What follows belongs to an exercise in optimizing a design on an open flow for small area, a short achievable clock period and few clock cycles per item; a production flow would make more cautious choices. RTL that was checked went through simulation tests only; none was proved equivalent to the original.

// circular_alpha_mask_premultiply_unit
module circular_alpha_mask_premultiply_unit (
  input  logic        clk,
  input  logic        rst_n,
  input  logic        cfg_we,
  input  logic [11:0] cfg_wdata,
  input  logic        in_valid,
  output logic        in_stall,
  input  logic [11:0] in_pos_x,
  input  logic [11:0] in_pos_y,
  input  logic [7:0]  in_blue_in,
  input  logic [7:0]  in_green_in,
  input  logic [7:0]  in_red_in,
  input  logic [7:0]  in_alpha_in,
  output logic        out_valid,
  input  logic        out_stall,
  output logic [7:0]  out_blue_out,
  output logic [7:0]  out_green_out,
  output logic [7:0]  out_red_out,
  output logic [7:0]  out_alpha_out,
  output logic [1:0]  out_region
);
==> flow/config.mk <==
export PLATFORM = sky130hd
export DESIGN_NAME = circular_alpha_mask_premultiply_unit
export DESIGN_NICKNAME = circular_alpha_mask_premultiply_unit
export VERILOG_FILES = /design/flow/design.v
export SDC_FILE = /design/flow/constraint.sdc
export NUM_CORES = 4
export LEC_CHECK = 0
export CAP_MARGIN = 20
export CORE_MARGIN = 2
export CORE_UTILIZATION = 40
export SETUP_SLACK_MARGIN = 3.5
export SLEW_MARGIN = 20
==> flow/constraint.sdc <==
create_clock -name core_clock -period 7.5 [get_ports {clk}]
set_input_delay 1.5000 -clock core_clock [delete_from_list [all_inputs] [get_ports {clk}]]
set_output_delay 1.5000 -clock core_clock [all_outputs]
set_load 0.01 [all_outputs]
run.sh (not shown) runs the stock make flow with config.mk's settings and CLKGATE_MAP_FILE= SYNTH_SCRIPT=/design/flow/synth_recipe.tcl, a recipe that flattens the netlist after the stock synthesis.
Edit:
--- a/flow/design.v
+++ b/flow/design.v
@@ -15,15 +15,15 @@
   input  logic        out_stall,
   output logic [7:0]  out_blue_out,
   output logic [7:0]  out_green_out,
   output logic [7:0]  out_red_out,
   output logic [7:0]  out_alpha_out,
   output logic [1:0]  out_region
 );
-  localparam int NV = 12;
+  localparam int NV = 13;
   logic          busy;
   logic          en;
   logic [NV:1]   v;
   logic          inj1, inj2;
   assign en        = !(v[NV] && out_stall);
   assign in_stall  = !en || busy;
   assign out_valid = v[NV];
@@ -1281,33 +1281,28 @@
       an_rb8 <= an_rb;
       reg8   <= reg7;
       pix8   <= pix7;
     end
   end
   logic [18:0] x_c;
   logic [9:0]  m9;
-  assign x_c = an_ra8 + an_rb8;
-  assign m9  = x_c[18:9];
   logic [1:0]  reg9;
   logic [31:0] pix9;
-  assign reg9 = reg8;
-  assign pix9 = pix8;
+  assign x_c = an_ra8 + an_rb8;
+  always_ff @(posedge clk) begin
+    if (en) begin
+      m9   <= x_c[18:9];
+      reg9 <= reg8;
+      pix9 <= pix8;
+    end
+  end
   function automatic logic [1:0] mod3add(input logic [1:0] a, input logic [1:0] b);
-    case ({a, b})
-      4'b0000: mod3add = 2'd0;
-      4'b0001: mod3add = 2'd1;
-      4'b0010: mod3add = 2'd2;
-      4'b0100: mod3add = 2'd1;
-      4'b0101: mod3add = 2'd2;
-      4'b0110: mod3add = 2'd0;
-      4'b1000: mod3add = 2'd2;
-      4'b1001: mod3add = 2'd0;
-      4'b1010: mod3add = 2'd1;
-      default: mod3add = 2'd0;
-    endcase
+    logic [2:0] t;
+    t = {1'b0, a} + {1'b0, b};
+    mod3add = (t >= 3'd3) ? 2'(t - 3'd3) : t[1:0];
   endfunction
   function automatic logic [7:0] div3(input logic [9:0] m);
     logic [1:0] p  [0:9];
     logic [1:0] np [0:9];
     logic [1:0] hi;
     for (int i = 0; i < 10; i++) p[i] = {1'b0, m[i]};
     for (int d = 1; d < 10; d = d * 2) begin
Via count went up by 0.49%.
Setup slack gains 0.23 ns.
Die area went up by 3.8%.
Maximum frequency went up by 5.3%.
Function was not checked in any run of this note: the RTL went through the layout flow alone.


circular_alpha_mask_premultiply_unit, a different RTL version from the one above (not shown whole).
For scale: ~870 flip-flops.
==> flow/design.v (excerpt) <==
module circular_alpha_mask_premultiply_unit (
  input  logic        clk,
  input  logic        rst_n,
  input  logic        cfg_we,
  input  logic [11:0] cfg_wdata,
  input  logic        in_valid,
  output logic        in_stall,
  input  logic [11:0] in_pos_x,
  input  logic [11:0] in_pos_y,
  input  logic [7:0]  in_blue_in,
  input  logic [7:0]  in_green_in,
  input  logic [7:0]  in_red_in,
  input  logic [7:0]  in_alpha_in,
  output logic        out_valid,
  input  logic        out_stall,
  output logic [7:0]  out_blue_out,
  output logic [7:0]  out_green_out,
  output logic [7:0]  out_red_out,
  output logic [7:0]  out_alpha_out,
  output logic [1:0]  out_region
);
export LEC_CHECK = 0
export CAP_MARGIN = 20
export CORE_MARGIN = 2
export CORE_UTILIZATION = 60
export CTS_CLUSTER_DIAMETER = 100
export CTS_CLUSTER_SIZE = 24
export SETUP_SLACK_MARGIN = 3.8
export SLEW_MARGIN = 20
create_clock -name core_clock -period 7.5 [get_ports {clk}]
The starting point produced a clean layout.
Testbench counts at the start, summed over its fixed seeds: cycles 12,400, items 12,288.
Change:
--- a/flow/design.v
+++ b/flow/design.v
@@ -67,16 +67,16 @@
   always_ff @(posedge clk) begin
     if (!rst_n) begin
       cw0  <= 1'b0;
       inj1 <= 1'b0;
       inj2 <= 1'b0;
     end else if (en) begin
       cw0  <= cfg_we;
-      inj1 <= cw0;
-      inj2 <= inj1;
+      inj1 <= cw0 && !cfg_we;
+      inj2 <= inj1 && !cfg_we;
     end
   end
   logic [11:0] x0, y0;
   logic        cw0;
   logic [31:0] pix0;
   always_ff @(posedge clk) begin
     if (en) begin
Worst setup slack gets worse by 0.092 ns.
Die area rose by 1.1%.
Design area rose by 1.9%.
Cell count rose by 1.5%.
Synthesized area rose by 1.1%.
Via count rose by 3.3%.
Testbench counts after the change, summed over its fixed seeds: cycles 12,400, items 12,288.

[separate check: timing with driven ports]
The results above use ideal ports. As a check the final layouts listed here were re-extracted and re-timed, cells and wires unchanged. Step 1 assumes that a clkbuf_16 drives the clock port and a buf_2 every other input. Step 2, shift: input delay + t, output delay - t, t = (earliest + latest rising clock arrival at the registers) / 2. This alone moves slack from input paths to output paths. a / b / c = ideal ports / drivers / drivers and shift; a / b = the first two.
run | t (ns) | slack for setup (ns) | hold WS [ns] | slew at the worst register clock pin (ns)
the first run of note 1 | 0.766 | 2.987 / 2.987 / 2.972 | 0.378 / 0.378 / 0.378 | 0.07 / 0.07
the second run of note 1 | 0.773 | 3.215 / 3.215 / 2.889 | 0.361 / 0.361 / 0.361 | 0.06 / 0.06
the first run of note 2 | 0.721 | 3.768 / 3.768 / 3.321 | 0.401 / 0.401 / 0.401 | 0.10 / 0.10
the second run of note 2 | 0.721 | 3.676 / 3.676 / 3.389 | 0.411 / 0.411 / 0.411 | 0.10 / 0.10
After both steps setup and hold are still met in every run listed. The setup slack of the first run of note 2, which loses most, moves by 0.000 ns with the drivers and by -0.447 ns with both steps.
